From an optimization exercise on the open Yosys and OpenROAD flow, aimed at small area and a short achievable clock period; shortcuts taken in it are not production practice. Only simulation tests tie the RTL to the original design; equivalence was not proved. Power and IR drop assume default switching activity.

### flow/run.sh
#!/bin/bash
# The standard layout, with plain buffers (instead of the default delay-cell
# buffer) as the port buffers.
set -euo pipefail
bash standard.sh "BUFFER_PORTS_ARGS=-buffer_cell sky130_fd_sc_hd__buf_1" finish > make.log 2>&1
### standard.sh
#!/bin/bash
# synth_recipe.tcl (not shown) runs the flow's synth.tcl, then flattens the netlist and writes it again
# the make line also repeats each setting of config.mk as NAME=value (left out here)
make -C /OpenROAD-flow-scripts/flow DESIGN_CONFIG=/design/flow/config.mk WORK_HOME=/design/flow/orfs CLKGATE_MAP_FILE= SYNTH_SCRIPT=/design/flow/synth_recipe.tcl "${@:-finish}"
### constraint.sdc
create_clock -name core_clock -period 7.0 [get_ports {clk}]
set_input_delay 1.4000 -clock core_clock [delete_from_list [all_inputs] [get_ports {clk}]]
set_output_delay 1.4000 -clock core_clock [all_outputs]
set_load 0.01 [all_outputs]
### design.v
package rob_pkg;
	typedef logic [3:0] tag_t;
	typedef logic [4:0] rob_ptr_t;
	typedef logic [2:0] areg_t;
	typedef logic [31:0] data_t;
	typedef logic [15:0] pc_t;
endpackage
`timescale 1ns/1ps
module rob_top (
	input logic clk,
	input logic reset,
	input logic [1:0] disp_valid,
	input logic [5:0] disp_dst,
	input logic [5:0] disp_src,
	input logic [31:0] disp_pc,
	output logic stall,
	output logic [7:0] alloc_tag,
	output logic [7:0] src_tag,
	output logic [1:0] src_pending,
	output logic [63:0] src_data,
	input logic [1:0] wb_valid,
	input logic [7:0] wb_tag,
	input logic [63:0] wb_data,
	output logic [1:0] out_valid,
	output logic [5:0] out_dst,
	output logic [63:0] out_data,
	output logic [31:0] out_pc
);
	localparam int AW = 19;  
	logic [3:0] head;
	logic [3:0] tail;
	logic [4:0] cnt;
	logic [15:0] done;
	logic [AW-1:0] a_mem0 [8];
	logic [AW-1:0] a_mem1 [8];
	logic [31:0] r_mem0 [8];
	logic [31:0] r_mem1 [8];
	logic [7:0] pend;
	logic [3:0] stag [8];
	logic [31:0] sval [8];
	logic [1:0] acc;
	logic [3:0] tag1;
	logic stall_q;
	assign stall = stall_q;
	assign acc = disp_valid & {2{~stall}};
	assign tag1 = tail + {3'b0, disp_valid[0]};
	assign alloc_tag = {tag1, tail};
	logic [1:0] a_we;
	logic [2:0] a_off [2];
	logic [AW-1:0] a_wd [2];
	logic [AW-1:0] a_s0, a_s1;
	assign a_s0 = {disp_dst[2:0], disp_pc[15:0]};
	assign a_s1 = {disp_dst[5:3], disp_pc[31:16]};
	always_comb begin
		for (int b = 0; b < 2; b++) begin
			if (tail[0] == b[0]) begin
				a_we[b] = acc[0] | acc[1];
				a_wd[b] = disp_valid[0] ? a_s0 : a_s1;
				a_off[b] = tail[3:1];
			end else begin
				a_we[b] = acc[0] & acc[1];
				a_wd[b] = a_s1;
				a_off[b] = tail[3:1] + {2'b0, tail[0]};
			end
		end
	end
	logic [31:0] w_wd [2];
	always_comb begin
		for (int b = 0; b < 2; b++) begin
			w_wd[b] = (wb_valid[0] && wb_tag[0] == b[0]) ? wb_data[31:0] : wb_data[63:32];
		end
	end
	logic r0, r1;
	logic [3:0] head1;
	assign r0 = done[head];
	assign r1 = r0 & done[head1];
	always_comb begin
		logic [7:0] d0, d1;
		logic fwd;
		for (int r = 0; r < 8; r++) begin
			d0[r] = disp_src[2:0] == r[2:0];
			d1[r] = disp_src[5:3] == r[2:0];
		end
		src_data = '0;
		src_tag = '0;
		src_pending = '0;
		for (int r = 0; r < 8; r++) begin
			src_data[31:0] = src_data[31:0] | ({32{d0[r]}} & sval[r]);
			src_data[63:32] = src_data[63:32] | ({32{d1[r]}} & sval[r]);
			src_tag[3:0] = src_tag[3:0] | ({4{d0[r]}} & stag[r]);
			src_tag[7:4] = src_tag[7:4] | ({4{d1[r]}} & stag[r]);
			src_pending[0] = src_pending[0] | (d0[r] & pend[r]);
			src_pending[1] = src_pending[1] | (d1[r] & pend[r]);
		end
		fwd = disp_valid[0] && disp_dst[2:0] == disp_src[5:3];
		if (fwd) begin
			src_tag[7:4] = tail;
			src_pending[1] = 1'b1;
		end
	end
	logic [7:0] oh0, oh1;
	logic osw;
	always_comb begin
		logic [AW-1:0] ra0, ra1;
		logic [31:0] rr0, rr1;
		ra0 = '0;
		ra1 = '0;
		rr0 = '0;
		rr1 = '0;
		for (int o = 0; o < 8; o++) begin
			ra0 = ra0 | ({AW{oh0[o]}} & a_mem0[o]);
			ra1 = ra1 | ({AW{oh1[o]}} & a_mem1[o]);
			rr0 = rr0 | ({32{oh0[o]}} & r_mem0[o]);
			rr1 = rr1 | ({32{oh1[o]}} & r_mem1[o]);
		end
		if (osw) begin
			{out_dst[2:0], out_pc[15:0]} = ra1;
			{out_dst[5:3], out_pc[31:16]} = ra0;
			out_data[31:0] = rr1;
			out_data[63:32] = rr0;
		end else begin
			{out_dst[2:0], out_pc[15:0]} = ra0;
			{out_dst[5:3], out_pc[31:16]} = ra1;
			out_data[31:0] = rr0;
			out_data[63:32] = rr1;
		end
	end
	always_ff @(posedge clk) begin
		logic [2:0] o0;
		o0 = head[3:1] + {2'b0, head[0]};
		for (int o = 0; o < 8; o++) begin
			oh0[o] <= o0 == o[2:0];
			oh1[o] <= head[3:1] == o[2:0];
		end
		osw <= head[0];
	end
	always_ff @(posedge clk) begin
		for (int o = 0; o < 8; o++) begin
			if (a_we[0] && a_off[0] == o[2:0]) a_mem0[o] <= a_wd[0];
			if (a_we[1] && a_off[1] == o[2:0]) a_mem1[o] <= a_wd[1];
			if ((wb_valid[0] && wb_tag[3:0] == {o[2:0], 1'b0}) || (wb_valid[1] && wb_tag[7:4] == {o[2:0], 1'b0})) r_mem0[o] <= w_wd[0];
			if ((wb_valid[0] && wb_tag[3:0] == {o[2:0], 1'b1}) || (wb_valid[1] && wb_tag[7:4] == {o[2:0], 1'b1})) r_mem1[o] <= w_wd[1];
		end
	end
	logic [4:0] cnt_nxt;
	logic stall_nxt;
	always_comb begin
		logic [4:0] cand [5];
		logic [2:0] d;
		for (int k = 0; k < 5; k++) begin
			cand[k] = cnt + 5'(k) - 5'd2;
		end
		d = 3'd2 + {2'b0, acc[0]} + {2'b0, acc[1]} - {2'b0, r0} - {2'b0, r1};
		cnt_nxt = cand[d];
		stall_nxt = cnt_nxt[4] | (&cnt_nxt[3:0]);
	end
	always_ff @(posedge clk) begin
		if (reset) begin
			head <= '0;
			head1 <= 4'd1;
			tail <= '0;
			cnt <= '0;
			stall_q <= 1'b0;
			done <= '0;
			out_valid <= '0;
		end else begin
			if (r1) begin
				head <= head + 4'd2;
				head1 <= head + 4'd3;
			end else if (r0) begin
				head <= head1;
				head1 <= head + 4'd2;
			end
			tail <= tail + {3'b0, acc[0]} + {3'b0, acc[1]};
			cnt <= cnt_nxt;
			stall_q <= stall_nxt;
			out_valid <= {r1, r0};
			for (int t = 0; t < 16; t++) begin
				if ((r0 && head == t[3:0]) || (r1 && head1 == t[3:0])) done[t] <= 1'b0;
				if ((wb_valid[0] && wb_tag[3:0] == t[3:0]) || (wb_valid[1] && wb_tag[7:4] == t[3:0])) done[t] <= 1'b1;
			end
		end
	end
	logic [7:0] m0, m1;
	logic [7:0] cap;
	always_comb begin
		for (int r = 0; r < 8; r++) begin
			m0[r] = !reset && wb_valid[0] && wb_tag[3:0] == stag[r];
			m1[r] = !reset && wb_valid[1] && wb_tag[7:4] == stag[r];
			cap[r] = reset || (pend[r] && (m0[r] || m1[r]));
		end
	end
	always_ff @(posedge clk) begin
		for (int r = 0; r < 8; r++) begin
			if (cap[r]) sval[r] <= ({32{m0[r]}} & wb_data[31:0]) | ({32{m1[r]}} & wb_data[63:32]);
		end
	end
	always_ff @(posedge clk) begin
		for (int r = 0; r < 8; r++) begin
			if (reset) begin
				pend[r] <= 1'b0;
			end else begin
				if (cap[r]) pend[r] <= 1'b0;
				if (acc[0] && disp_dst[2:0] == r[2:0]) begin
					pend[r] <= 1'b1;
					stag[r] <= tail;
				end
				if (acc[1] && disp_dst[5:3] == r[2:0]) begin
					pend[r] <= 1'b1;
					stag[r] <= tag1;
				end
			end
		end
	end
endmodule
### config.mk
export PLATFORM = sky130hd
export DESIGN_NAME = rob_top
export DESIGN_NICKNAME = rob_top
export VERILOG_FILES = /design/flow/design.v
export SDC_FILE = /design/flow/constraint.sdc
export NUM_CORES = 4
export LEC_CHECK = 0
export ABC_AREA = 0
export CAP_MARGIN = 20
export CORE_ASPECT_RATIO = 0.7
export CORE_MARGIN = 2
export CORE_UTILIZATION = 60
export CTS_CLUSTER_DIAMETER = 80
export CTS_CLUSTER_SIZE = 25
export SETUP_SLACK_MARGIN = 3.0
export SLEW_MARGIN = 20
export TNS_END_PERCENT = 20
==> results of run 1 <==
-- synth_stat cells, types with 4 or more instances --
cell type / number
and2_1: 6
xor2_1: 27
buf_1: 46
a221oi_1: 11
nor3_1: 30
nor3b_1: 8
nand3_1: 28
a21oi_1: 128
nor4_1: 5
ha_1: 25
o21a_1: 11
o22ai_1: 9
mux2i_1: 5
a22o_1: 265
and4_1: 51
nand4_1: 124
or3_1: 4
a31o_2: 5
nand2_1: 172
mux2_2: 83
and3_1: 11
xnor2_1: 69
dfxtp_1: 61
nor2b_1: 17
mux4_2: 5
nor2_1: 172
nand2b_1: 18
edfxtp_1: 1104
o31ai_1: 4
inv_1: 20
clkbuf_1: 298
o32ai_1: 6
buf_6: 4
o311a_1: 8
o21ai_0: 29
a22oi_1: 689
a31oi_1: 11
-- timing repair --
action                     CTS  global route
gates resized for setup    161            41
setup buffers               52            28
pin swaps                   37             7
setup endpoints to repair  204           402
gates cloned                18             0
-- area by class of cell --
class                           instances  area share (%)
Antenna cell                           10         0.04414
Clock buffer                           69           2.445
Clock inverter                          9          0.1964
Inverter                               21          0.1633
Multi-Input combinational cell       2083           27.27
Sequential cell                      1165           60.73
Tap cell                             1137           2.509
Timing Repair Buffer                  502           6.641
-- worst min-delay path by stage --
stage / from / endpoint / slack, ps / depth (start not counted)
after floorplan: head[0] / osw / 380 / 0
after global placement: done[2] / done[2] / 530 / 2
after detailed placement: done[6] / done[6] / 540 / 2
after CTS: head[0] / osw / 480 / 0
after global routing: done[6] / done[6] / 580 / 2
final: done[6] / done[6] / 560 / 2
-- worst min-delay path, delay by kind of cell (launching register included) --
kind	cells	cell delay (ps)
AOI/OAI and AO/OA	2	180
DFF	1	330
-- sequential cells by signal, indices dropped and copies added, names as in the netlist --
name,cells
pend,8
a_mem0,152
oh1,8
done,16
cnt,5
a_mem1,152
oh0,8
osw,1
r_mem1,256
r_mem0,256
out_valid,2
head,4
head1,4
tail,4
stag,32
sval,256
stall_q,1
-- layout by cell type (no fill, tap or decap), types with 17 or more instances in the layout --
cell type	instances
a21oi_1	127
a22o_1	265
a22oi_1	665
a22oi_2	24
and4_1	51
buf_1	276
buf_12	43
buf_16	18
buf_2	22
buf_4	112
buf_6	17
clkbuf_16	53
dfxtp_1	41
edfxtp_1	1104
ha_1	23
inv_1	19
mux2_2	83
nand2_1	170
nand2b_1	17
nand3_1	28
nand4_1	124
nor2_1	155
nor3_2	17
o21ai_0	28
xnor2_1	69
xor2_1	27
-- power groups by stage --
stage / Sequential [mW] / Combinational [mW] / Clock, mW
4_1_cts: 8.38 / 2.29 / 3.55
3_5_place_dp: 8.54 / 2.18 / 0
3_3_place_gp: 8.52 / 2.13 / 0
2_1_floorplan: 8.46 / 1.28 / 0
6_report: 8.37 / 2.43 / 3.54
5_1_grt: 8.40 / 2.54 / 3.79
-- stage by stage --
stage          worst slack (ps)  hold slack, ps  util, %
2_1_floorplan              1850           383.1        -
3_5_place_dp               1938           542.6    63.19
3_3_place_gp               1981           531.3    63.19
5_1_grt                    2868           577.4    67.59
6_report                   2886           555.8    67.61
4_1_cts                    2772           479.4    66.90
-- kinds of logic (layout without fill, tap and decap cells) --
logic type               count (synthesis)  in the layout  share of synthesized area, %
flip-flops                            1165           1165                         67.97
adder cells (fa/ha/maj)                 26             26                        0.6582
buffers and inverters                  373            601                         2.858
XOR/XNOR                                96             96                         1.663
other                                    0             10                             0
AO/OA/AOI/OAI                         1205           1205                         17.92
multiplexers                            94             94                         2.222
AND/OR/NAND/NOR                        662            662                         6.708
-- layer usage --
metal | global-route usage [%] | wire (um)
met5 | 0 | 13
met4 | 12.45 | 6663
met3 | 11.40 | 29310
met2 | 56.98 | 77680
met1 | 57.31 | 66530
==> metrics.csv, run 1 <==
metric,value,unit
clk latency of the worst-skew pair,700,ps
mapped cell area,50570,um2
worst r2r path cells,13,
post-route cell area,56690,um2
Clk pwr share,24.7,%
worst hold path type,reg2reg,
Detail Route Antenna Nets,0,
Slew Limit Fails,0,
Synth area leaders,"edfxtp_1 (66%), a22oi_1 (10%), a22o_1 (4.6%), dfxtp_1 (2.4%), clkbuf_1 (2.2%)",
# setup viols final,0,
wire per inst,36.07,um
maxcap violations,0,
crit path capture type,output port,
Crit. Startpoint,disp_src[4],
placed cell area,52980,um2
Iter 0 DRT Violations,6604,
first-pass GRT wire length,243.8,mm
total CTS buffers,53,
Crit. path cell count,7,
clk root buf,clkbuf_16,
share of flip-flops with an asynchronous set or reset,0,%
Placer Congestion,0.9559,
Sw Pwr,4.009,mW
final hold violation count,0,
CP max stage cell,and3b_4,
cell breakdown of the critical path,"buf_16, and3b_4, buf_12, a22o_1, a221oi_2, a31oi_1, buf_2",
area of the multi-input gates,15460,um2
Required @ worst endpoint,5600,ps
Seq pwr share,58.4,%
Cells after DPL,4810,
gr ovfl total,0,
top cell type's share of synthesized area,65.56,%
Die Area,86650,um2
CTS tree,yes,
status,timing/DRC/antenna clean,
Pwr Density,253.0,nW/um2
cell taking the most area after synthesis,edfxtp_1,
port bufs,308,
FMAX,243.1,MHz
CTS sink cnt,1165,
Tot Pwr,14.34,mW
hold_buf cts,0,
Layout area overhead,12.11,%
syn avg cell area,13.96,um2
DRC,0,
Vias/cell,7.524,
Worst VDD drop,0.3374,mV
CP top delay family,compound AO/OA/AOI/OAI gates,
Leak,17.89,nW
register area share after synthesis,67.97,%
Logic pwr share,16.9,%
number of global-route vias before repair,35150,
width of the chip,351.0,um
Power Internal,10.33,mW
predominant post-synthesis flop cell,edfxtp_1,
RSZ-0062 raised after global routing,yes,
Final Skew,31.53,ps
Syn Nets,3769,
relative slew slack,22.65,%
FILL cells,5844,
Post-synth EDFFs,1104,
reg-to-reg critical path endpoint,stall_q,
share of layout cells above drive strength 1,13.48,%
Final HPWL DP,99.33,mm
final WL,180.2,mm
CP max FO,6,
Vias,37590,
post-synth cell types,70,
Initial Utilization,60.31,%
Reg2Reg Setup Slack,3080,ps
clock buffer depth,3,
largest net degree at the start of global routing,68,
"flops & latches, synth",1165,
Yosys Warn Count,11,
CP endpoint,src_tag[4],
Final min period,4114,ps
Net Sw Frac,27.95,%
reg2reg start,head[0],
Die Ht,246.9,um
CP arrival,2710,ps
core area,83850,um2
Final period util,58.78,%
IO Count,309,
Synth Instances,3621,
clock-pin slew on the worst setup and hold paths,100,ps
startpoint type of the worst setup path,primary input,
Worst-Margin Slew,1160,ps
number of buffers and inverters on the critical path,3,
Row Count,89,
first drt pass iteration count,9,
crit-path max cell delay,360,ps
type of the worst setup path,in2out,
Post-Layout Cell Count,4996,
CTS H-tree depth,2,
storage element area,34430,um2
initial antenna violation count,11,
Fin Setup TNS,0,ps
Final #Nets,3974,
Total GRT Usage,39.23,%
==> inputs of run 2 (changes only) <==
--- a/config.mk
+++ b/config.mk
@@ -14,3 +14,3 @@
 export CTS_CLUSTER_SIZE = 25
-export SETUP_SLACK_MARGIN = 3.0
+export SETUP_SLACK_MARGIN = 2.9
 export SLEW_MARGIN = 20
==> run 2 against run 1 <==
Setup slack worse by 61 ps. Sequential power up 0.5%. First-iteration DRC count down 4.2%. Largest power group unchanged. Via count fell by 1.5%. Maximum frequency fell by 1.5%. Register-to-register slack hardly changed. Still clean on timing, DRC and antenna. Sequential share of layout area increased by 0.69 points. Combinational power decreased by 4%. Worst hold slack improved by 2.8 ps. Area after synthesis stayed put. Clock skew shrank 9.4 ps. Largest cell class unchanged. Cell area is 1.1% lower.
==> metrics.csv, run 2 <==
metric,value,unit,change
status,timing/DRC/antenna clean,,
biggest registers after layout,"r_mem0 (256), r_mem1 (256), sval (256)",,
Hold WS,558.6,ps,+2.779 ps
CP max FO,9,,+3
Net Sw Frac,27.70,%,-0.25 points
"flops & latches, synth",1165,,unchanged
gr ovfl total,0,,unchanged
Pwr Density,257.4,nW/um2,+1.7%
"most common cell after layout, fill and taps aside",edfxtp_1,,
share of layout cells above drive strength 1,12.04,%,-1.4 points
cell breakdown of the critical path,"buf_6, and3b_2, buf_12, buf_6, buf_4, a22oi_2, nand4_1, buf_2",,
clk latency of the worst-skew pair,670,ps,-30 ps
syn avg cell area,13.96,um2,unchanged
largest net degree at the start of global routing,81,,+19%
initial antenna violation count,10,,-1
Sw Pwr,3.997,mW,-0.30%
Crit. Startpoint,disp_src[4],,
CTS tree,yes,,
Logic pwr share,16.1,%,-0.8 points
Synth Instances,3621,,unchanged
total CTS buffers,53,,unchanged
# setup viols final,0,,unchanged
wire per inst,35.32,um,-2.1%
hold_buf cts,0,,unchanged
RSZ-0062 raised after global routing,yes,,
CP endpoint,src_data[45],,
mapped cell area,50570,um2,unchanged
CP max stage cell,and3b_2,,
maxcap violations,0,,unchanged
Power Internal,10.43,mW,+0.93%
Initial Utilization,60.31,%,unchanged
Final #Nets,3943,,-0.78%
Final Skew,22.11,ps,-9.417 ps
Syn Nets,3769,,unchanged
Reg2Reg Setup Slack,3070,ps,about the same
final hold violation count,0,,unchanged
Iter 0 DRT Violations,6327,,-4.2%
clock-pin slew on the worst setup and hold paths,100,ps,about the same
Die Ht,246.9,um,unchanged
CTS sink cnt,1165,,unchanged
Leak,17.63,nW,-1.5%
Clk pwr share,25.5,%,+0.8 points
first drt pass iteration count,7,,-2
Yosys Warn Count,11,,unchanged
DRC,0,,unchanged
register area share after synthesis,67.97,%,unchanged
Placer Congestion,0.9508,,-0.53%
startpoint type of the worst setup path,primary input,,
Row Count,89,,unchanged
final WL,175.4,mm,-2.7%
reg-to-reg critical path endpoint,stall_q,,
Detail Route Antenna Nets,0,,unchanged
Layout area overhead,10.85,%,
Fin Setup TNS,0,ps,unchanged
share of flip-flops with an asynchronous set or reset,0,%,unchanged
top cell type's share of synthesized area,65.56,%,unchanged
Post-synth EDFFs,1104,,unchanged
Seq pwr share,58.3,%,about the same
Worst-Margin Slew,1128,ps,-32.63 ps
met3 usage,11.13,%,-0.26 points
cell taking the most area after synthesis,edfxtp_1,,
GRT busiest layer,met2,,
Synth area leaders,"edfxtp_1 (66%), a22oi_1 (10%), a22o_1 (4.6%), dfxtp_1 (2.4%), clkbuf_1 (2.2%)",,
Vias,37020,,-1.5%
most frequent cells after synthesis,"edfxtp_1 (1104), a22oi_1 (689), clkbuf_1 (298)",,
clk root buf,clkbuf_16,,
worst hold path type,reg2reg,,
post-synth cell types,70,,unchanged
worst r2r path cells,13,,unchanged
IO Count,309,,unchanged
Slew Limit Fails,0,,unchanged
type of the worst setup path,in2out,,
relative slew slack,24.56,%,+1.9 points
crit path capture type,output port,,
clock buffer depth,3,,unchanged
port bufs,308,,unchanged
most frequent cell after synthesis,edfxtp_1,,
Die Area,86650,um2,unchanged
crit-path max cell delay,270,ps,-90 ps
Required @ worst endpoint,5600,ps,about the same
predominant post-synthesis flop cell,edfxtp_1,,
number of global-route vias before repair,35650,,+1.4%
Worst VDD drop,0.2505,mV,-26%
first-pass GRT wire length,241.2,mm,-1.1%
Total GRT Usage,38.54,%,-0.69 points
"commonest non-fill, non-tap cells in the layout","edfxtp_1 (1104), a22oi_1 (678), buf_1 (285)",,
CP arrival,2780,ps,+70 ps
FMAX,239.5,MHz,-1.5%
Vias/cell,7.454,,-0.94%
Final min period,4176,ps,+61.44 ps
grt met1 use,54.71,%,-2.6 points
most used cell along the critical path,buf_6,,
width of the chip,351.0,um,unchanged
FILL cells,5913,,+1.2%
met2 usage,56.79,%,-0.19 points
reg2reg start,head[0],,
core area,83850,um2,unchanged
Final period util,59.65,%,+0.88 points
Final HPWL DP,99.54,mm,+0.21%
CTS H-tree depth,2,,unchanged
==> run 2: cell counts after synthesis <==
Identical to the previous run, type by type.
==> run 2: worst max-delay path, delay by kind of cell <==
kind	cells	cell delay (ps)
AOI/OAI and AO/OA	1	180
buffers and inverters	5	780
and+or+nand+nor	2	400
==> run 2: how the worst min path moves through the flow <==
stage                        from  endpoint  slack, ps  cells after the start
after floorplan           head[0]       osw        380                      0
after global placement    done[7]   done[7]        530                      2
after detailed placement  pend[3]   pend[3]        530                      1
after CTS                 head[0]       osw        510                      0
after global routing      pend[0]   pend[0]        590                      1
final                     done[6]   done[6]        560                      2
==> run 2: kinds of logic (layout without fill, tap and decap cells) <==
group / Yosys count / in the layout / share of synthesized area (%)
other: 0 / 8 / 0
adder cells (fa/ha/maj): 26 / 26 / 0.6582
XOR/XNOR: 96 / 96 / 1.663
multiplexers: 94 / 94 / 2.222
AND/OR/NAND/NOR: 662 / 663 / 6.708
flip-flops: 1165 / 1165 / 67.97
buffers and inverters: 373 / 572 / 2.858
AO/OA/AOI/OAI: 1205 / 1205 / 17.92
==> run 2: power groups by stage <==
stage,logic (mW),registers [mW],clock network (mW)
2_1_floorplan,1.28,8.46,0
3_3_place_gp,2.10,8.55,0
3_5_place_dp,2.15,8.57,0
4_1_cts,2.21,8.41,3.68
5_1_grt,2.46,8.44,3.92
6_report,2.33,8.41,3.69
==> run 2: layer usage <==
metal / share of wire [%] / wire length, um
met3: 15 / 25780
met4: 4.0 / 6974
met1: 37 / 65470
met5: 0.14 / 242
met2: 44 / 76910
==> run 2: final cells by class <==
cell class,count,area [um2],area share [%]
Antenna cell,8,20.02,0.03571
Clock buffer,73,1423,2.538
Clock inverter,8,155.1,0.2768
Inverter,21,83.83,0.1495
Multi-Input combinational cell,2084,15340,27.37
Sequential cell,1165,34430,61.43
Tap cell,1137,1423,2.538
Timing Repair Buffer,470,3177,5.667
==> run 2: through the flow <==
step	setup slack, ps	cell area [um2]	utilization (%)	instances	total power [mW]
2_1_floorplan	1801	50580	-	3621	9.741
3_3_place_gp	1995	52980	63.18	4810	10.64
3_5_place_dp	1873	52980	63.19	4810	10.72
4_1_cts	2704	55440	66.11	4931	14.30
5_1_grt	2770	56050	66.85	4965	14.81
6_report	2824	56060	66.85	4966	14.43
==> run 2: what timing repair did <==
item,in CTS,in global routing
setup buffers,31,26
setup endpoints to repair,171,174
cloned,9,1
gates resized for setup,77,65
pin swaps,8,10
==> inputs of run 3 (changes only) <==
--- a/config.mk
+++ b/config.mk
@@ -16,2 +16 @@
 export SLEW_MARGIN = 20
-export TNS_END_PERCENT = 20
==> run 3 against run 2 <==
Clock skew rose by 2.0 ps. Global-route usage about the same. Clock power fell by 2%. Area after synthesis is the same. Wire length barely moved. Setup slack better by 50 ps. Register-to-register slack lost 70 ps. Clock-buffer cell count shrank 1. Critical path type unchanged. Largest power group unchanged.
==> metrics.csv, run 3 <==
metric,value,unit,change
Final period util,58.93,%,-0.72 points
final hold violation count,0,,unchanged
Post-synth EDFFs,1104,,unchanged
# setup viols final,0,,unchanged
Cells after DPL,4806,,-0.083%
largest net degree at the start of global routing,103,,+27%
CTS tree,yes,,
first drt pass iteration count,7,,unchanged
most frequent cell after synthesis,edfxtp_1,,
Yosys Warn Count,11,,unchanged
cell taking the most area after synthesis,edfxtp_1,,
Pwr Density,255.7,nW/um2,-0.64%
area of the multi-input gates,15400,um2,+0.39%
Initial Utilization,60.31,%,unchanged
Leak,17.65,nW,+0.11%
type of the worst setup path,in2out,,
status,timing/DRC/antenna clean,,
Worst VDD drop,0.2380,mV,-5.0%
final WL,175.3,mm,about the same
Final HPWL DP,99.62,mm,about the same
Layout area overhead,10.98,%,
Row Count,89,,unchanged
share of layout cells above drive strength 1,12.47,%,+0.43 points
Detail Route Antenna Nets,0,,unchanged
CTS sink cnt,1165,,unchanged
FMAX,242.4,MHz,+1.2%
Tot Pwr,14.35,mW,-0.53%
RSZ-0062 raised after global routing,yes,,
wire per inst,35.28,um,-0.11%
Iter 0 DRT Violations,6192,,-2.1%
DRC,0,,unchanged
initial antenna violation count,6,,-4
share of flip-flops with an asynchronous set or reset,0,%,unchanged
width of the chip,351.0,um,unchanged
maxcap violations,0,,unchanged
Slew Limit Fails,0,,unchanged
first-pass GRT wire length,240.9,mm,-0.13%
Vias,37210,,+0.53%
CP arrival,2730,ps,-50 ps
most frequent cells after synthesis,"edfxtp_1 (1104), a22oi_1 (689), clkbuf_1 (298)",,
total CTS buffers,54,,+1.9%
relative slew slack,24.19,%,-0.36 points
CTS H-tree depth,2,,unchanged
worst hold path type,reg2reg,,
Fin Setup TNS,0,ps,unchanged
Final #Nets,3948,,+0.13%
Die Ht,246.9,um,unchanged
"most common cell after layout, fill and taps aside",edfxtp_1,,
hold_buf cts,0,,unchanged
post-synth cell types,70,,unchanged
"flops & latches, synth",1165,,unchanged
Required @ worst endpoint,5600,ps,about the same
core area,83850,um2,unchanged
predominant post-synthesis flop cell,edfxtp_1,,
Vias/cell,7.487,,+0.45%
CP max FO,11,,+2
crit path capture type,output port,,
Synth area leaders,"edfxtp_1 (66%), a22oi_1 (10%), a22o_1 (4.6%), dfxtp_1 (2.4%), clkbuf_1 (2.2%)",,
register area share after synthesis,67.97,%,unchanged
Syn Nets,3769,,unchanged
clk root buf,clkbuf_16,,
Post-Layout Cell Count,4970,,+0.081%
IO Count,309,,unchanged
mapped cell area,50570,um2,unchanged
Final min period,4125,ps,-50.50 ps
Worst-Margin Slew,1125,ps,-2.443 ps
Final Skew,24.15,ps,+2.043 ps
port bufs,308,,unchanged
biggest registers after layout,"r_mem0 (256), r_mem1 (256), sval (256)",,
Die Area,86650,um2,unchanged
clock buffer depth,3,,unchanged
storage element area,34430,um2,about the same
Placer Congestion,0.9272,,-2.5%
number of global-route vias before repair,35060,,-1.7%
Synth Instances,3621,,unchanged
FILL cells,5914,,+0.017%
syn avg cell area,13.96,um2,unchanged
Total GRT Usage,38.56,%,about the same
"commonest non-fill, non-tap cells in the layout","edfxtp_1 (1104), a22oi_1 (680), buf_1 (280)",,
top cell type's share of synthesized area,65.56,%,unchanged
clk latency of the worst-skew pair,680,ps,about the same
clock-pin slew on the worst setup and hold paths,90,ps,about the same
startpoint type of the worst setup path,primary input,,
gr ovfl total,0,,unchanged
-- run 3: cell types whose count changed in the layout (fill, tap and decap cells not counted), moves of 5 or more --
| cell | delta |
|---|---|
| buf_6 | +10 |
| nand2_1 | -6 |
| buf_1 | -5 |
| clkbuf_16 | +7 |
| buf_4 | -11 |
| bufbuf_16 | -5 |
-- run 3: final timing paths --
kind	endpoint	slack (ps)	from	cells after the start
worst min-delay path	done[7]	560	done[7]	2
worst min register to register	done[7]	560	done[7]	2
worst max register to register	stall_q	3000	head[0]	13
worst max-delay path	src_tag[4]	2870	disp_src[3]	7
-- run 3: layout make-up --
| class | count | area share, % |
|---|---|---|
| flip-flops and latches | 1165 | 61.35 |
| multi-input cells | 2088 | 27.45 |
| repair buffers | 470 | 5.750 |
| well taps | 1137 | 2.535 |
| clock buffers | 72 | 2.528 |
| clock inverters | 9 | 0.2096 |
| inverters | 21 | 0.1427 |
| diodes | 8 | 0.03567 |
-- run 3: routing by layer --
layer	vias up	GRT usage, %	part of all wire (%)	wire length [um]
met2	3332	56.58	43	75750
met5	-	0	0.0086	15
met3	575	10.37	15	26980
met1	18340	55.96	37	65560
met4	2	13.15	4.0	7017
li1	14960	-	-	-
-- run 3: repair_timing --
| action | CTS | global route |
|---|---|---|
| gates cloned | 9 | 8 |
| gates resized for setup | 85 | 52 |
| pin swaps | 12 | 10 |
| setup endpoints to repair | 100 | 109 |
| buffers inserted | 34 | 22 |
-- run 3: worst max-delay path, cell delays in order --
cell and delay [ps]:
buf_16 130, nor3b_4 310, buf_12 180, a22o_1 170, a221oi_2 40, a31oi_1 280, buf_2 200
-- run 3: logic make-up after synthesis --
| group | count (synthesis) | share of synthesized area (%) |
|---|---|---|
| adders and majority gates | 26 | 0.6582 |
| DFF | 1165 | 67.97 |
| xor gates and xnor gates | 96 | 1.663 |
| muxes | 94 | 2.222 |
| AOI/OAI and AO/OA | 1205 | 17.92 |
| and+or+nand+nor | 662 | 6.708 |
| buffers and inverters | 373 | 2.858 |
-- run 3: metrics by stage --
stage	hold WS [ps]	setup WS (ps)	area (um2)	util, %
finish	556.9	2875	56120	66.92
floorplan	383.1	1801	50700	-
CTS	489.5	2891	55410	66.08
global placement	529.9	2024	53000	63.21
detailed placement	537.3	1954	53000	63.21
global route	582.3	2857	56110	66.91
-- run 3: power by group --
part | leakage (nW) | switching, mW | internal (mW)
combinational | 6.12 | 1.65 | 0.706
clock | 0.739 | 2.15 | 1.45
sequential | 10.8 | 0.217 | 8.17
==> inputs of run 4 (changes only) <==
--- a/config.mk
+++ b/config.mk
@@ -9,3 +9,2 @@
 export CAP_MARGIN = 20
-export CORE_ASPECT_RATIO = 0.7
 export CORE_MARGIN = 2
==> run 4 against run 3 <==
Still clean on timing, DRC and antenna. Setup slack got worse by 26 ps. Clock power increased by 5%. Die area about the same. Utilization increased by 0.34 points. Sequential power about the same. Global-route usage increased by 1.9 points. First-iteration DRC count decreased by 1.9%. Cell count decreased by 1.2%. Largest cell class unchanged.
==> metrics.csv, run 4 <==
metric,value,unit,change
most frequent cells after synthesis,"edfxtp_1 (1104), a22oi_1 (689), clkbuf_1 (298)",,
Die Area,86620,um2,about the same
clock-pin slew on the worst setup and hold paths,80,ps,about the same
final hold violation count,0,,unchanged
Post-Route Utilization,67.27,%,+0.34 points
biggest registers after layout,"r_mem0 (256), r_mem1 (256), sval (256)",,
Worst VDD drop,0.2180,mV,-8.4%
port bufs,308,,unchanged
number of global-route vias before repair,35360,,+0.84%
gr ovfl total,0,,unchanged
Hold WS,543.2,ps,-13.70 ps
clk root buf,clkbuf_16,,
Fin Setup TNS,0,ps,unchanged
Initial Utilization,60.52,%,+0.21 points
Post-Layout Cell Count,4908,,-1.2%
CP arrival,2750,ps,+20 ps
worst r2r path cells,13,,unchanged
CTS sink cnt,1165,,unchanged
"commonest non-fill, non-tap cells in the layout","edfxtp_1 (1104), a22oi_1 (681), buf_1 (284)",,
Placer Congestion,0.9442,,+1.8%
reg2reg start,head[0],,
Vias/cell,7.633,,+1.9%
Worst-Margin Slew,1109,ps,-15.79 ps
share of flip-flops with an asynchronous set or reset,0,%,unchanged
Layout area overhead,11.15,%,
Post-synth EDFFs,1104,,unchanged
"most common cell after layout, fill and taps aside",edfxtp_1,,
first-pass GRT wire length,250.8,mm,+4.1%
share of layout cells above drive strength 1,12.54,%,+0.069 points
hold_buf cts,0,,unchanged
Yosys Warn Count,11,,unchanged
status,timing/DRC/antenna clean,,
crit path capture type,output port,,
final WL,182.3,mm,+4.0%
mapped cell area,50570,um2,unchanged
worst setup margin,2849,ps,-25.62 ps
relative slew slack,26.04,%,+1.8 points
Slew Limit Fails,0,,unchanged
startpoint type of the worst setup path,primary input,,
first drt pass iteration count,7,,unchanged
Die Ht,294.3,um,+19%
clock buffer depth,3,,unchanged
Syn Nets,3769,,unchanged
Detail Route Antenna Nets,0,,unchanged
initial antenna violation count,10,,+4
DRC,0,,unchanged
Required @ worst endpoint,5600,ps,about the same
post-route cell area,56210,um2,+0.16%
register area share after synthesis,67.97,%,unchanged
Pwr Density,258.6,nW/um2,+1.1%
Final HPWL DP,104.4,mm,+4.8%
Final #Nets,3944,,-0.10%
Cells after DPL,4745,,-1.3%
largest net degree at the start of global routing,73,,-29%
Final period util,59.30,%,+0.37 points
most frequent cell after synthesis,edfxtp_1,,
Vias,37460,,+0.67%
cell taking the most area after synthesis,edfxtp_1,,
CTS tree,yes,,
FMAX,240.9,MHz,-0.62%
clk latency of the worst-skew pair,670,ps,about the same
RSZ-0062 raised after global routing,yes,,
core area,83560,um2,-0.35%
IO Count,309,,unchanged
worst hold path type,reg2reg,,
Final Skew,27.52,ps,+3.366 ps
CTS H-tree depth,2,,unchanged
total CTS buffers,57,,+5.6%
placed cell area,52930,um2,-0.13%
CP max FO,10,,-1
syn avg cell area,13.96,um2,unchanged
maxcap violations,0,,unchanged
# setup viols final,0,,unchanged
width of the chip,294.3,um,-16%
Crit. Startpoint,disp_src[5],,
post-synth cell types,70,,unchanged
Synth Instances,3621,,unchanged
CP endpoint,src_data[61],,
Row Count,106,,+19%
Synth area leaders,"edfxtp_1 (66%), a22oi_1 (10%), a22o_1 (4.6%), dfxtp_1 (2.4%), clkbuf_1 (2.2%)",,
pre-CTS worst setup slack,1967,ps,+13.79 ps
type of the worst setup path,in2out,,
top cell type's share of synthesized area,65.56,%,unchanged
Tot Pwr,14.53,mW,+1.3%
Total GRT Usage,40.50,%,+1.9 points
"flops & latches, synth",1165,,unchanged
Final min period,4151,ps,+25.62 ps
Reg2Reg Setup Slack,3010,ps,about the same
Iter 0 DRT Violations,6072,,-1.9%
Leak,17.68,nW,+0.19%
predominant post-synthesis flop cell,edfxtp_1,,
reg-to-reg critical path endpoint,stall_q,,
wire per inst,37.14,um,+5.3%
-- run 4: cell counts after synthesis --
No cell type changed its count.
-- run 4: report_power, final --
group / total (mW) / leakage, nW / switching, mW / internal [mW]
Clock: 3.77 / 0.810 / 2.21 / 1.56
Combinational: 2.37 / 6.08 / 1.66 / 0.711
Sequential: 8.39 / 10.8 / 0.222 / 8.17
Total: 14.5 / 17.7 / 4.09 / 10.4
-- run 4: routing by layer --
layer,vias to the layer above,share of wire [%],track usage [%]
li1,14950,-,-
met1,18740,36,56.24
met2,3160,45,61.77
met3,593,14,10.37
met4,16,4.4,15.72
met5,-,0.10,0.8508
-- run 4: cell type report --
type	count	area, um2
Sequential cell	1165	34440
Fill cell	5902	27350
Multi-Input combinational cell	2087	15420
Timing Repair Buffer	464	3221
Clock buffer	63	1449
Tap cell	1080	1351
Clock inverter	20	220.2
Inverter	21	80.08
Antenna cell	8	20.02
-- run 4: timing repair --
| item | 4_1_cts | 5_1_grt |
|---|---|---|
| resized for setup | 94 | 51 |
| endpoints found under the setup margin | 145 | 87 |
| buffers inserted | 26 | 29 |
| gates cloned | 7 | 9 |
| pin swaps | 9 | 16 |
-- run 4: logic make-up (layout without fill, tap and decap cells) --
group / after synthesis / count (layout) / synth area share (%)
buffers and inverters: 373 / 568 / 2.858
adders and majority gates: 26 / 26 / 0.6582
and+or+nand+nor: 662 / 666 / 6.708
DFF: 1165 / 1165 / 67.97
muxes: 94 / 94 / 2.222
xor gates and xnor gates: 96 / 96 / 1.663
other: 0 / 8 / 0
AOI/OAI and AO/OA: 1205 / 1205 / 17.92
-- run 4: worst min-delay path by stage --
stage | startpoint | endpoint | slack [ps] | cells past startpoint
2_1_floorplan | head[0] | osw | 380 | 0
3_3_place_gp | pend[2] | pend[2] | 510 | 1
3_5_place_dp | pend[2] | pend[2] | 530 | 1
4_1_cts | head[0] | osw | 480 | 0
5_1_grt | done[5] | done[5] | 560 | 2
6_report | done[5] | done[5] | 540 | 2
-- run 4: critical path, stage by stage --
cell and delay (ps):
buf_12 140, and3b_4 230, buf_12 140, clkbuf_16 160, a22oi_1 170, nand4_1 280
clkbuf_2 230
==> inputs of run 5 (changes only) <==
--- a/config.mk
+++ b/config.mk
@@ -13,2 +13,3 @@
 export CTS_CLUSTER_SIZE = 25
+export GPL_ROUTABILITY_DRIVEN = 0
 export SETUP_SLACK_MARGIN = 2.9
==> run 5 against run 4 <==
Via count decreased by 0.13%. Critical path depth rose by 1. Setup slack got worse by 73 ps. Clock skew is 1.5 ps lower.
==> metrics.csv, run 5 <==
metric,value,unit,change
Detail Route Antenna Nets,0,,unchanged
grt met1 use,55.00,%,-1.2 points
CP arrival,2820,ps,+70 ps
largest net degree at the start of global routing,77,,+5.5%
Final #Nets,3964,,+0.51%
clock buffer depth,3,,unchanged
Tot Pwr,14.44,mW,-0.68%
gr ovfl total,0,,unchanged
Slew Limit Fails,0,,unchanged
startpoint type of the worst setup path,primary input,,
biggest registers after layout,"r_mem0 (256), r_mem1 (256), sval (256)",,
number of global-route vias before repair,35420,,+0.17%
placed cell area,52890,um2,about the same
share of flip-flops with an asynchronous set or reset,0,%,unchanged
crit path capture type,output port,,
Post-synth EDFFs,1104,,unchanged
Die Area,86620,um2,unchanged
Sw Pwr,4.020,mW,-1.7%
Clk pwr share,25.6,%,-0.4 points
met3 usage,12.78,%,+2.4 points
Syn Nets,3769,,unchanged
hold_sp,done[7],,
Final Skew,26.00,ps,-1.519 ps
IO Count,309,,unchanged
total CTS buffers,56,,-1.8%
register area share after synthesis,67.97,%,unchanged
width of the chip,294.3,um,unchanged
FMAX,236.8,MHz,-1.7%
top cell type's share of synthesized area,65.56,%,unchanged
first drt pass iteration count,8,,+1
share of layout cells above drive strength 1,13.57,%,+1.0 points
RSZ-0062 raised after global routing,yes,,
Final min period,4224,ps,+72.86 ps
post-route cell area,56400,um2,+0.35%
Power Internal,10.42,mW,-0.29%
relative slew slack,27.85,%,+1.8 points
final WL,181.5,mm,-0.40%
Vias/cell,7.595,,-0.50%
CTS tree,yes,,
CTS sink cnt,1165,,unchanged
GRT busiest layer,met2,,
Required @ worst endpoint,5600,ps,about the same
crit-path max cell delay,240,ps,-40 ps
CTS H-tree depth,2,,unchanged
Logic pwr share,16.2,%,about the same
core area,83560,um2,unchanged
"most common cell after layout, fill and taps aside",edfxtp_1,,
port bufs,308,,unchanged
# setup viols final,0,,unchanged
mapped cell area,50570,um2,unchanged
number of buffers and inverters on the critical path,5,,+1
clk root buf,clkbuf_16,,
CP max stage cell,nor3b_4,,
Worst VDD drop,0.2441,mV,+12%
Synth Instances,3621,,unchanged
Fin Setup TNS,0,ps,unchanged
cell taking the most area after synthesis,edfxtp_1,,
Reg2Reg Setup Slack,2900,ps,-110 ps
"flops & latches, synth",1165,,unchanged
most frequent cell after synthesis,edfxtp_1,,
Initial Utilization,60.52,%,unchanged
worst r2r path cells,13,,unchanged
initial antenna violation count,12,,+2
reg2reg start,head[0],,
Crit. Startpoint,disp_src[5],,
post-synth cell types,70,,unchanged
Iter 0 DRT Violations,5953,,-2.0%
status,timing/DRC/antenna clean,,
most frequent cells after synthesis,"edfxtp_1 (1104), a22oi_1 (689), clkbuf_1 (298)",,
CP max FO,16,,+6
predominant post-synthesis flop cell,edfxtp_1,,
Total GRT Usage,40.57,%,+0.062 points
Die Ht,294.3,um,unchanged
reg-to-reg critical path endpoint,stall_q,,
cell breakdown of the critical path,"buf_16, buf_12, nor3b_4, buf_6, buf_8, a22oi_1, nand4_1, clkbuf_2",,
maxcap violations,0,,unchanged
type of the worst setup path,in2out,,
syn avg cell area,13.96,um2,unchanged
Final period util,60.34,%,+1.0 points
Yosys Warn Count,11,,unchanged
Final HPWL DP,103.6,mm,-0.82%
Seq pwr share,58.2,%,+0.4 points
Layout area overhead,11.54,%,
CP top delay family,buffers and inverters,,
"commonest non-fill, non-tap cells in the layout","edfxtp_1 (1104), a22oi_1 (667), buf_1 (273)",,
FILL cells,5848,,-0.91%
Leak,17.80,nW,+0.69%
DRC,0,,unchanged
Net Sw Frac,27.85,%,-0.28 points
final hold violation count,0,,unchanged
worst hold path type,reg2reg,,
wire per inst,36.85,um,-0.77%
Post-Route Utilization,67.50,%,+0.24 points
Row Count,106,,unchanged
Worst-Margin Slew,1080,ps,-29.83 ps
Synth area leaders,"edfxtp_1 (66%), a22oi_1 (10%), a22o_1 (4.6%), dfxtp_1 (2.4%), clkbuf_1 (2.2%)",,
hold_buf cts,0,,unchanged
met2 usage,61.03,%,-0.74 points
clk latency of the worst-skew pair,660,ps,about the same
clock-pin slew on the worst setup and hold paths,100,ps,+20 ps
Hold Path Sink,done[7],,
Vias,37410,,-0.13%
Pwr Density,256.0,nW/um2,-1.0%
first-pass GRT wire length,251.0,mm,about the same
WHS Path Cells,2,,unchanged
-- run 5: changes by cell type in the layout (fill, tap and decap cells not counted), sizes merged --
cell,before,now
clkbuf,78,73
clkinvlp,2,5
inv,29,26
and3,13,12
buf,449,476
and3b,3,4
clkinv,9,5
-- run 5: tightest hold or removal path: stages (launching register included) --
cell      delay, ps
dfxtp_1         340
a21oi_1         130
a311oi_1         60
-- run 5: per-stage QoR --
stage,cells,worst slack [ps],hold WS (ps)
2_1_floorplan,3621,1801,383.1
3_3_place_gp,4742,1967,525.3
3_5_place_dp,4742,1861,541.3
4_1_cts,4888,2874,555.1
5_1_grt,4919,2750,579.9
6_report,4926,2776,560.8
-- run 5: worst max path at each step --
stage | endpoint | cells past startpoint | slack [ps]
after global routing | stall_q | 13 | 2750
final | src_data[55] | 8 | 2780
after floorplan | r_mem0[5][0] | 4 | 1800
after CTS | src_tag[7] | 8 | 2870
after detailed placement | src_data[12] | 6 | 1860
after global placement | src_data[31] | 6 | 1970
-- run 5: routing by layer --
metal | part of all wire [%] | routed length, um
met1 | 36 | 64460
met2 | 44 | 80620
met3 | 15 | 27300
met4 | 5.0 | 9102
met5 | 0.035 | 63
-- run 5: kinds of logic after synthesis --
kind of cell	after synthesis	share of synthesized area, %
xor+xnor	96	1.663
compound gates	1205	17.92
simple gates	662	6.708
mux	94	2.222
fa+ha+maj	26	0.6582
flops	1165	67.97
buf+inv	373	2.858
-- run 5: final cells by class --
class                   instances  area, um2  area share, %
flip-flops and latches       1165      34440          61.07
multi-input cells            2087      15490          27.47
repair buffers                485       3393          6.016
well taps                    1080       1351          2.396
diodes                          8      20.02        0.03549
clock buffers                  64       1431          2.538
clock inverters                16      186.4         0.3305
inverters                      21      81.33         0.1442
-- run 5: repair_timing --
item,in CTS,in global routing
gates cloned,8,4
buffers inserted,58,26
pin swaps,20,29
setup endpoints to repair,107,149
resized for setup,119,71
-- run 5: power groups by stage --
stage | clock, mW | sequential (mW) | combinational (mW)
floorplan | 0 | 8.46 | 1.29
global placement | 0 | 8.54 | 2.10
detailed placement | 0 | 8.56 | 2.14
CTS | 3.69 | 8.39 | 2.24
global route | 3.92 | 8.43 | 2.46
finish | 3.69 | 8.40 | 2.35
==> inputs of run 6 (changes only) <==
--- a/config.mk
+++ b/config.mk
@@ -10,6 +10,5 @@
 export CORE_MARGIN = 2
-export CORE_UTILIZATION = 60
+export CORE_UTILIZATION = 65
 export CTS_CLUSTER_DIAMETER = 80
 export CTS_CLUSTER_SIZE = 25
-export GPL_ROUTABILITY_DRIVEN = 0
 export SETUP_SLACK_MARGIN = 2.9
==> run 6 against run 5 <==
Critical path depth down 1. Via count is 1.0% higher. Flip-flop and latch count did not move. Wire length decreased by 2.7%. Worst hold slack worse by 100 ps. Utilization grew 5.0 points. Total power is 0.11% higher. Sequential share of layout area is 0.44 points higher. Critical endpoint is now src_data[26].
==> metrics.csv, run 6 <==
metric,value,unit,change
Final HPWL DP,101.8,mm,-1.7%
relative slew slack,19.74,%,-8.1 points
syn avg cell area,13.96,um2,unchanged
predominant post-synthesis flop cell,edfxtp_1,,
CP arrival,2780,ps,-40 ps
Detail Route Antenna Nets,0,,unchanged
most frequent cells after synthesis,"edfxtp_1 (1104), a22oi_1 (689), clkbuf_1 (298)",,
crit-path max cell delay,310,ps,+70 ps
Syn Nets,3769,,unchanged
Hold WS,457.9,ps,-103.0 ps
CTS sink cnt,1165,,unchanged
FMAX,239.0,MHz,+0.96%
gr ovfl total,0,,unchanged
Seq pwr share,58.1,%,about the same
startpoint type of the worst setup path,primary input,,
Tot Pwr,14.45,mW,+0.11%
Vias,37790,,+1.0%
Fin Setup TNS,0,ps,unchanged
"commonest non-fill, non-tap cells in the layout","edfxtp_1 (1104), a22oi_1 (669), buf_1 (278)",,
largest net degree at the start of global routing,87,,+13%
status,timing/DRC/antenna clean,,
post-synth cell types,70,,unchanged
CP max FO,23,,+7
Clk pwr share,26.0,%,+0.4 points
Required @ worst endpoint,5600,ps,about the same
Final #Nets,3934,,-0.76%
Placer Congestion,0.9662,,
CTS tree,yes,,
CP max stage cell,nand4_1,,
CTS H-tree depth,2,,unchanged
post-synthesis mux area share,2.222,%,unchanged
RSZ-0062 raised after global routing,yes,,
Worst VDD drop,0.2809,mV,+15%
Final min period,4184,ps,-40.09 ps
Row Count,102,,-3.8%
"flops & latches, synth",1165,,unchanged
worst hold path type,reg2reg,,
initial antenna violation count,23,,+11
Logic pwr share,15.9,%,-0.3 points
Synth Area in Adders,0.6582,%,unchanged
final WL,176.6,mm,-2.7%
most frequent cell after synthesis,edfxtp_1,,
Slew Limit Fails,0,,unchanged
Initial Utilization,65.49,%,+5.0 points
type of the worst setup path,in2out,,
Layout area overhead,10.74,%,
Iter 0 DRT Violations,6554,,+10%
clock-pin slew on the worst setup and hold paths,100,ps,about the same
maxcap violations,0,,unchanged
first drt pass iteration count,9,,+1
total CTS buffers,57,,+1.8%
# setup viols final,0,,unchanged
core area,77210,um2,-7.6%
Vias/cell,7.771,,+2.3%
Cells after DPL,4704,,-0.80%
DRC,0,,unchanged
Net Sw Frac,27.99,%,+0.14 points
Yosys Warn Count,11,,unchanged
post-synthesis compound-gate area fraction,17.92,%,unchanged
largest family of logic cells by synthesized area,compound AO/OA/AOI/OAI gates,,
number of global-route vias before repair,35840,,+1.2%
Post-Route Utilization,72.53,%,+5.0 points
biggest registers after layout,"r_mem0 (256), r_mem1 (256), sval (256)",,
Die Ht,282.9,um,-3.9%
Synth Instances,3621,,unchanged
Sw Pwr,4.046,mW,+0.63%
hold_buf cts,0,,unchanged
clk root buf,clkbuf_16,,
Final Skew,70.31,ps,+44.31 ps
crit path capture type,output port,,
most used cell along the critical path,buf_4,,
Worst-Margin Slew,1200,ps,+120.1 ps
wire per inst,36.32,um,-1.4%
share of layout cells above drive strength 1,12.61,%,-0.97 points
Synth area leaders,"edfxtp_1 (66%), a22oi_1 (10%), a22o_1 (4.6%), dfxtp_1 (2.4%), clkbuf_1 (2.2%)",,
Pwr Density,258.1,nW/um2,+0.83%
Leak,17.63,nW,-0.99%
Power Internal,10.41,mW,about the same
Final period util,59.77,%,-0.57 points
port bufs,308,,unchanged
first-pass GRT wire length,247.4,mm,-1.4%
mapped cell area,50570,um2,unchanged
Die Area,80040,um2,-7.6%
clock buffer depth,3,,unchanged
clk latency of the worst-skew pair,720,ps,+60 ps
width of the chip,282.9,um,-3.9%
final hold violation count,0,,unchanged
cell breakdown of the critical path,"buf_4, nor3b_4, buf_4, buf_12, a22oi_2, nand4_1, buf_2",,
Synth Area in Simple Gates,6.708,%,unchanged
"most common cell after layout, fill and taps aside",edfxtp_1,,
share of flip-flops with an asynchronous set or reset,0,%,unchanged
register area share after synthesis,67.97,%,unchanged
top cell type's share of synthesized area,65.56,%,unchanged
Post-synth EDFFs,1104,,unchanged
Post-Layout Cell Count,4863,,-1.3%
cell taking the most area after synthesis,edfxtp_1,,
IO Count,309,,unchanged
Total GRT Usage,42.29,%,+1.7 points
XOR/XNOR Fraction of Synth Area,1.663,%,unchanged
==> run 6: changes by cell type in the layout (fill, tap and decap cells not counted), moves of 5 or more <==
| cell | previous run | this run |
|---|---|---|
| buf_12 | 43 | 35 |
| buf_2 | 24 | 13 |
| buf_4 | 109 | 96 |
| diode_2 | 8 | 15 |
| buf_8 | 7 | 2 |
| clkbuf_2 | 5 | 11 |
| buf_1 | 273 | 278 |
==> run 6: area by class of cell <==
class	instances	area [um2]
timing repair buffer	458	3074
tap	1040	1301
multi-input combinational	2083	15390
clock inverter	19	221.5
fill	5016	21210
antenna	15	37.54
clock buffer	62	1445
sequential	1165	34440
inverter	21	83.83
==> run 6: critical path, delay by kind of cell <==
kind | cells | cell delay, ps
AND/OR/NAND/NOR | 2 | 460
buffers and inverters | 4 | 760
AO/OA/AOI/OAI | 1 | 140
==> run 6: path summary, 6_finish.rpt <==
path,from,end,slack [ps],depth (start not counted)
hold reg to reg,head[0],osw,460,0
hold / removal,head[0],osw,460,0
setup reg to reg,head[0],stall_q,3040,12
setup / recovery,disp_src[0],src_data[26],2820,7
==> run 6: metal layers <==
layer	vias up	GRT usage (%)	part of all wire, %	routed length [um]
met5	-	0	0.079	139
met3	710	11.58	15	26630
met2	3613	64.88	45	79870
met4	22	19.52	5.6	9804
li1	14930	-	-	-
met1	18520	56.83	34	60200
==> run 6: cell families (layout without fill, tap and decap cells) <==
logic type / count (synthesis) / count (layout)
compound gates: 1205 / 1205
flops: 1165 / 1165
simple gates: 662 / 662
buf+inv: 373 / 560
xor+xnor: 96 / 96
mux: 94 / 94
fa+ha+maj: 26 / 26
other cells: 0 / 15
==> run 6: power groups by stage <==
stage / Clock, mW / Combinational [mW] / Sequential, mW
after detailed placement: 0 / 2.13 / 8.56
after CTS: 3.72 / 2.20 / 8.39
after global placement: 0 / 2.07 / 8.54
final: 3.75 / 2.30 / 8.40
after floorplan: 0 / 1.29 / 8.46
after global routing: 3.96 / 2.39 / 8.43
==> run 6: repair_timing <==
item	4_1_cts	5_1_grt
buffers inserted	36	17
pin swaps	12	20
gates cloned	5	5
gates resized for setup	79	66
setup endpoints to repair	123	159
==> run 6: stage by stage <==
| step | instance area [um2] | setup WS (ps) |
|---|---|---|
| after floorplan | 50700 | 1801 |
| after global placement | 52860 | 1866 |
| after detailed placement | 52860 | 1715 |
| after CTS | 55430 | 2885 |
| after global routing | 55980 | 2816 |
| final | 56000 | 2816 |
==> inputs of run 7 (changes only) <==
--- a/config.mk
+++ b/config.mk
@@ -9,4 +9,5 @@
 export CAP_MARGIN = 20
+export CORE_ASPECT_RATIO = 0.5
 export CORE_MARGIN = 2
-export CORE_UTILIZATION = 65
+export CORE_UTILIZATION = 60
 export CTS_CLUSTER_DIAMETER = 80
==> run 7 against run 6 <==
Wire length is 0.92% lower. Clock-buffer cell count grew 6. Global-route usage fell by 3.1 points. Flip-flop and latch count did not move. Sequential power hardly changed. Register-to-register slack gained 100 ps. Combinational power is essentially flat.
==> metrics.csv, run 7 <==
metric,value,unit,change
status,timing/DRC/antenna clean,,
WHS Path Cells,0,,unchanged
placed cell area,53060,um2,+0.37%
type of the worst setup path,in2out,,
Row Count,75,,-26%
clock buffer depth,3,,unchanged
Fin Setup TNS,0,ps,unchanged
Die Ht,209.3,um,-26%
Sw Pwr,3.966,mW,-2.0%
Initial Utilization,60.48,%,-5.0 points
Total GRT Usage,39.16,%,-3.1 points
Post-synth EDFFs,1104,,unchanged
total CTS buffers,52,,-8.8%
largest net degree at the start of global routing,95,,+9.2%
syn avg cell area,13.96,um2,unchanged
hold_sp,head[0],,
CP max stage cell,buf_2,,
worst setup margin,2806,ps,-10.41 ps
CTS H-tree depth,2,,unchanged
number of buffers and inverters on the critical path,3,,-1
CTS tree,yes,,
met3 usage,10.09,%,-1.5 points
Die Area,86760,um2,+8.4%
worst hold path type,reg2reg,,
Clk pwr share,24.9,%,-1.1 points
crit path capture type,output port,,
Layout area overhead,10.23,%,
"most common cell after layout, fill and taps aside",edfxtp_1,,
final hold violation count,0,,unchanged
share of layout cells above drive strength 1,11.85,%,-0.75 points
final WL,175.0,mm,-0.92%
reg-to-reg critical path endpoint,stall_q,,
Vias,36760,,-2.7%
Slew Limit Fails,0,,unchanged
area of the multi-input gates,15370,um2,-0.13%
post-synth cell types,70,,unchanged
DRC,0,,unchanged
first drt pass iteration count,6,,-3
core area,83610,um2,+8.3%
FILL cells,6010,,+20%
CP top delay family,buffers and inverters,,
Seq pwr share,59.1,%,+1.0 points
Yosys Warn Count,11,,unchanged
grt met1 use,54.69,%,-2.1 points
maxcap violations,0,,unchanged
biggest registers after layout,"r_mem0 (256), r_mem1 (256), sval (256)",,
post-route cell area,55740,um2,-0.47%
register area share after synthesis,67.97,%,unchanged
# setup viols final,0,,unchanged
CP max FO,9,,-61%
Final HPWL DP,101.2,mm,-0.63%
relative slew slack,25.08,%,+5.3 points
cell taking the most area after synthesis,edfxtp_1,,
worst r2r path cells,12,,unchanged
Synth area leaders,"edfxtp_1 (66%), a22oi_1 (10%), a22o_1 (4.6%), dfxtp_1 (2.4%), clkbuf_1 (2.2%)",,
clk root buf,clkbuf_16,,
Worst-Margin Slew,1124,ps,-75.94 ps
Synth Instances,3621,,unchanged
Final min period,4194,ps,+10.41 ps
Iter 0 DRT Violations,6411,,-2.2%
Final #Nets,3934,,unchanged
FMAX,238.4,MHz,-0.25%
initial antenna violation count,15,,-35%
crit-path max cell delay,340,ps,+30 ps
RSZ-0062 raised after global routing,yes,,
wire per inst,35.47,um,-2.3%
pre-CTS worst setup slack,1786,ps,+70.99 ps
Net Sw Frac,27.89,%,-0.11 points
cell breakdown of the critical path,"buf_2, xnor2_1, nand4_1, buf_4, a31oi_1, clkbuf_2",,
Reg2Reg Setup Slack,3140,ps,+100 ps
Final Skew,39.31,ps,-31.00 ps
predominant post-synthesis flop cell,edfxtp_1,,
met2 usage,59.66,%,-5.2 points
most frequent cells after synthesis,"edfxtp_1 (1104), a22oi_1 (689), clkbuf_1 (298)",,
Syn Nets,3769,,unchanged
GRT busiest layer,met2,,
startpoint type of the worst setup path,primary input,,
Power Internal,10.26,mW,-1.4%
share of flip-flops with an asynchronous set or reset,0,%,unchanged
width of the chip,414.6,um,+47%
clk latency of the worst-skew pair,690,ps,-30 ps
first-pass GRT wire length,244.7,mm,-1.1%
Required @ worst endpoint,5600,ps,about the same
Pwr Density,255.2,nW/um2,-1.1%
"commonest non-fill, non-tap cells in the layout","edfxtp_1 (1104), a22oi_1 (685), buf_1 (283)",,
Detail Route Antenna Nets,0,,unchanged
reg2reg start,head[0],,
Logic pwr share,16.0,%,about the same
gr ovfl total,0,,unchanged
Final period util,59.92,%,+0.15 points
CP arrival,2790,ps,about the same
"flops & latches, synth",1165,,unchanged
Leak,17.47,nW,-0.90%
number of global-route vias before repair,34320,,-4.3%
Hold Path Sink,osw,,
IO Count,309,,unchanged
Vias/cell,7.449,,-4.1%
storage element area,34440,um2,about the same
port bufs,308,,unchanged
Worst VDD drop,0.2142,mV,-24%
top cell type's share of synthesized area,65.56,%,unchanged
mapped cell area,50570,um2,unchanged
CTS sink cnt,1165,,unchanged
hold_buf cts,0,,unchanged
most frequent cell after synthesis,edfxtp_1,,
Placer Congestion,1.007,,+4.2%
clock-pin slew on the worst setup and hold paths,100,ps,about the same
-- run 7: worst max path at each step --
stage	slack [ps]	end	cells past startpoint	start
after CTS	2890	src_data[2]	6	disp_src[2]
after global placement	1890	src_data[25]	6	disp_src[1]
after global routing	2830	src_tag[7]	6	disp_dst[2]
final	2810	src_tag[7]	6	disp_dst[2]
after detailed placement	1790	src_data[25]	6	disp_src[1]
after floorplan	1800	r_mem0[5][0]	4	wb_tag[3]
-- run 7: cell families after synthesis --
kind of cell	count (synthesis)	share of synthesized area, %
and+or+nand+nor	662	6.708
xor gates and xnor gates	96	1.663
buffers and inverters	373	2.858
DFF	1165	67.97
AOI/OAI and AO/OA	1205	17.92
adders and majority gates	26	0.6582
muxes	94	2.222
-- run 7: timing repair --
| action | 4_1_cts | 5_1_grt |
|---|---|---|
| pin swaps | 9 | 9 |
| cloned | 9 | 0 |
| buffers inserted | 34 | 14 |
| resized for setup | 82 | 52 |
| setup endpoints to repair | 167 | 175 |
-- run 7: cell type report --
type                            count  area share [%]
Antenna cell                       13         0.05836
Clock buffer                       68           2.442
Clock inverter                      5          0.1302
Inverter                           21          0.1459
Multi-Input combinational cell   2088           27.58
Sequential cell                  1165           61.78
Tap cell                         1116           2.505
Timing Repair Buffer              458           5.352
-- run 7: power groups by stage --
stage | sequential [mW] | clock, mW | combinational (mW)
final | 8.41 | 3.54 | 2.28
after CTS | 8.40 | 3.54 | 2.20
after global placement | 8.55 | 0 | 2.11
after global routing | 8.44 | 3.75 | 2.41
after detailed placement | 8.57 | 0 | 2.14
after floorplan | 8.46 | 0 | 1.29
-- run 7: stage by stage --
stage          utilization (%)  instances  hold WS (ps)  total power [mW]
3_3_place_gp             63.41       4789         521.3             10.66
3_5_place_dp             63.46       4791         537.2             10.71
5_1_grt                  66.66       4933         481.7             14.60
4_1_cts                  66.15       4907         485.8             14.14
6_report                 66.66       4934         474.0             14.22
2_1_floorplan                -       3621         383.1             9.745
-- run 7: worst register-to-register path, delay by kind of cell, from the launching register on --
family	cells	cell delay (ps)
adder cells (fa/ha/maj)	3	840
multiplexers	1	610
flip-flops	1	440
AO/OA/AOI/OAI	5	710
AND/OR/NAND/NOR	3	1160
-- run 7: routing by layer --
metal	share of wire [%]	wire length (um)
met2	45	78450
met3	14	24070
met4	4.0	6920
met1	37	65560
met5	0.011	20
==> inputs of run 8 (changes only) <==
--- a/config.mk
+++ b/config.mk
@@ -9,7 +9,6 @@
 export CAP_MARGIN = 20
-export CORE_ASPECT_RATIO = 0.5
 export CORE_MARGIN = 2
 export CORE_UTILIZATION = 60
-export CTS_CLUSTER_DIAMETER = 80
-export CTS_CLUSTER_SIZE = 25
+export CTS_CLUSTER_DIAMETER = 60
+export CTS_CLUSTER_SIZE = 20
 export SETUP_SLACK_MARGIN = 2.9
==> run 8 against run 7 <==
Clock skew is 3.7 ps lower. Wire length up 3.8%. Combinational power rose by 3%. Clock power increased by 43%. Clock-buffer cell count increased by 25. Cell area rose by 2.5%. First-iteration DRC count shrank 3.5%. Register-to-register slack worse by 100 ps. Setup slack improved by 47 ps. Via count is 2.3% higher. Maximum frequency increased by 1.1%. Critical path type unchanged. Critical endpoint is now src_data[50]. Largest cell class unchanged.
==> metrics.csv, run 8 <==
metric,value,unit,change
status,timing/DRC/antenna clean,,
type of the worst setup path,in2out,,
Synth Instances,3621,,unchanged
Slew Limit Fails,0,,unchanged
core area,83560,um2,about the same
IO Count,309,,unchanged
Worst-Margin Slew,1123,ps,-0.3040 ps
top cell type's share of synthesized area,65.56,%,unchanged
Layout area overhead,13.04,%,
first-pass GRT wire length,251.9,mm,+2.9%
first drt pass iteration count,8,,+2
worst hold path type,reg2reg,,
share of layout cells above drive strength 1,13.53,%,+1.7 points
final hold violation count,0,,unchanged
pre-CTS worst setup slack,1967,ps,+181.1 ps
clock-pin slew on the worst setup and hold paths,60,ps,-40 ps
Post-synth EDFFs,1104,,unchanged
clock buffer depth,3,,unchanged
CP max stage cell,and3b_4,,
predominant post-synthesis flop cell,edfxtp_1,,
CTS tree,yes,,
relative slew slack,25.10,%,about the same
Placer Congestion,0.9442,,-6.2%
gr ovfl total,0,,unchanged
Vias/cell,7.579,,+1.7%
syn avg cell area,13.96,um2,unchanged
CP max FO,10,,+1
Row Count,106,,+41%
initial antenna violation count,8,,-7
# setup viols final,0,,unchanged
hold_buf cts,0,,unchanged
clk latency of the worst-skew pair,670,ps,-20 ps
Detail Route Antenna Nets,0,,unchanged
Pwr Density,276.4,nW/um2,+8.3%
Final #Nets,3962,,+0.71%
Fin Setup TNS,0,ps,unchanged
crit path capture type,output port,,
RSZ-0062 raised after global routing,yes,,
Leak,18.14,nW,+3.8%
most used cell along the critical path,buf_12,,
Synth area leaders,"edfxtp_1 (66%), a22oi_1 (10%), a22o_1 (4.6%), dfxtp_1 (2.4%), clkbuf_1 (2.2%)",,
Die Area,86620,um2,-0.16%
largest net degree at the start of global routing,73,,-23%
post-synth cell types,70,,unchanged
Required @ worst endpoint,5600,ps,about the same
Final Skew,35.58,ps,-3.723 ps
crit-path max cell delay,420,ps,+80 ps
Final period util,59.24,%,-0.68 points
Worst VDD drop,0.2742,mV,+28%
total CTS buffers,84,,+62%
most frequent cells after synthesis,"edfxtp_1 (1104), a22oi_1 (689), clkbuf_1 (298)",,
cell taking the most area after synthesis,edfxtp_1,,
register area share after synthesis,67.97,%,unchanged
worst setup margin,2853,ps,+47.35 ps
mapped cell area,50570,um2,unchanged
CTS sink cnt,1165,,unchanged
CTS H-tree depth,3,,+1
biggest registers after layout,"r_mem0 (256), r_mem1 (256), sval (256)",,
wire per inst,36.61,um,+3.2%
width of the chip,294.3,um,-29%
Yosys Warn Count,11,,unchanged
Iter 0 DRT Violations,6186,,-3.5%
"commonest non-fill, non-tap cells in the layout","edfxtp_1 (1104), a22oi_1 (686), buf_1 (281)",,
share of flip-flops with an asynchronous set or reset,0,%,unchanged
"flops & latches, synth",1165,,unchanged
"most common cell after layout, fill and taps aside",edfxtp_1,,
FMAX,241.2,MHz,+1.1%
Syn Nets,3769,,unchanged
startpoint type of the worst setup path,primary input,,
FILL cells,5825,,-3.1%
cell breakdown of the critical path,"buf_12, and3b_4, buf_12, buf_12, a22oi_1, nand4_1, clkbuf_2",,
Vias,37610,,+2.3%
port bufs,308,,unchanged
most frequent cell after synthesis,edfxtp_1,,
Final HPWL DP,104.4,mm,+3.2%
Post-Route Utilization,68.41,%,+1.7 points
Initial Utilization,60.52,%,about the same
Die Ht,294.3,um,+41%
number of global-route vias before repair,35680,,+4.0%
Total GRT Usage,40.67,%,+1.5 points
clk root buf,clkbuf_16,,
final WL,181.7,mm,+3.8%
Final min period,4147,ps,-47.35 ps
maxcap violations,0,,unchanged
DRC,0,,unchanged
CP arrival,2750,ps,-40 ps
-- run 8: cell counts after synthesis --
No cell type changed its count.
-- run 8: logic make-up (layout without fill, tap and decap cells) --
family          count (synthesis)  after routing  share of synthesized area (%)
buf+inv                       373            622                          2.858
simple gates                  662            666                          6.708
fa+ha+maj                      26             26                         0.6582
other cells                     0              9                              0
xor+xnor                       96             96                          1.663
compound gates               1205           1205                          17.92
mux                            94             94                          2.222
flops                        1165           1165                          67.97
-- run 8: final timing paths --
path | from | to | slack [ps] | cells past startpoint
min reg2reg | done[5] | done[5] | 540 | 2
max reg2reg | head1[0] | stall_q | 3040 | 12
max | disp_src[3] | src_data[50] | 2850 | 7
min | done[5] | done[5] | 540 | 2
-- run 8: layout make-up --
| cell class | count | area (um2) | area share, % |
|---|---|---|---|
| multi-input combinational | 2087 | 15390 | 26.92 |
| clock inverter | 53 | 631.9 | 1.105 |
| antenna | 9 | 22.52 | 0.03940 |
| sequential | 1165 | 34440 | 60.26 |
| inverter | 21 | 81.33 | 0.1423 |
| clock buffer | 93 | 2167 | 3.791 |
| tap | 1080 | 1351 | 2.364 |
| timing repair buffer | 455 | 3078 | 5.385 |
-- run 8: what timing repair did --
| item | CTS | global route |
|---|---|---|
| gates cloned | 7 | 7 |
| gates resized for setup | 95 | 46 |
| setup endpoints to repair | 138 | 105 |
| buffers inserted | 26 | 22 |
| hold endpoints to repair | 0 | 0 |
| pin swaps | 10 | 11 |
-- run 8: metrics by stage --
stage,hold WS (ps),cell area (um2),power (mW),std cells
global placement,510.6,52920,10.64,4744
global route,556.2,57140,16.19,4954
floorplan,383.1,50700,9.745,3621
detailed placement,528.9,52930,10.72,4745
finish,540.9,57160,15.80,4963
CTS,466.4,56570,15.69,4924
-- run 8: metal layers --
layer	up-vias	global-route usage, %	wire, um
li1	15040	-	-
met1	18870	55.89	66480
met2	3113	62.09	81640
met3	580	11.07	25600
met4	12	15.56	7659
met5	-	2.552	334
-- run 8: where the power goes --
part	internal, mW	switching (mW)	leakage (nW)
Sequential	8.17	0.226	10.8
Combinational	0.702	1.64	6.01
Clock	2.48	2.58	1.34
-- run 8: worst max-delay path, delay by kind of cell --
kind | cells | cell delay (ps)
buffers and inverters | 4 | 630
and+or+nand+nor | 2 | 630
AOI/OAI and AO/OA | 1 | 60
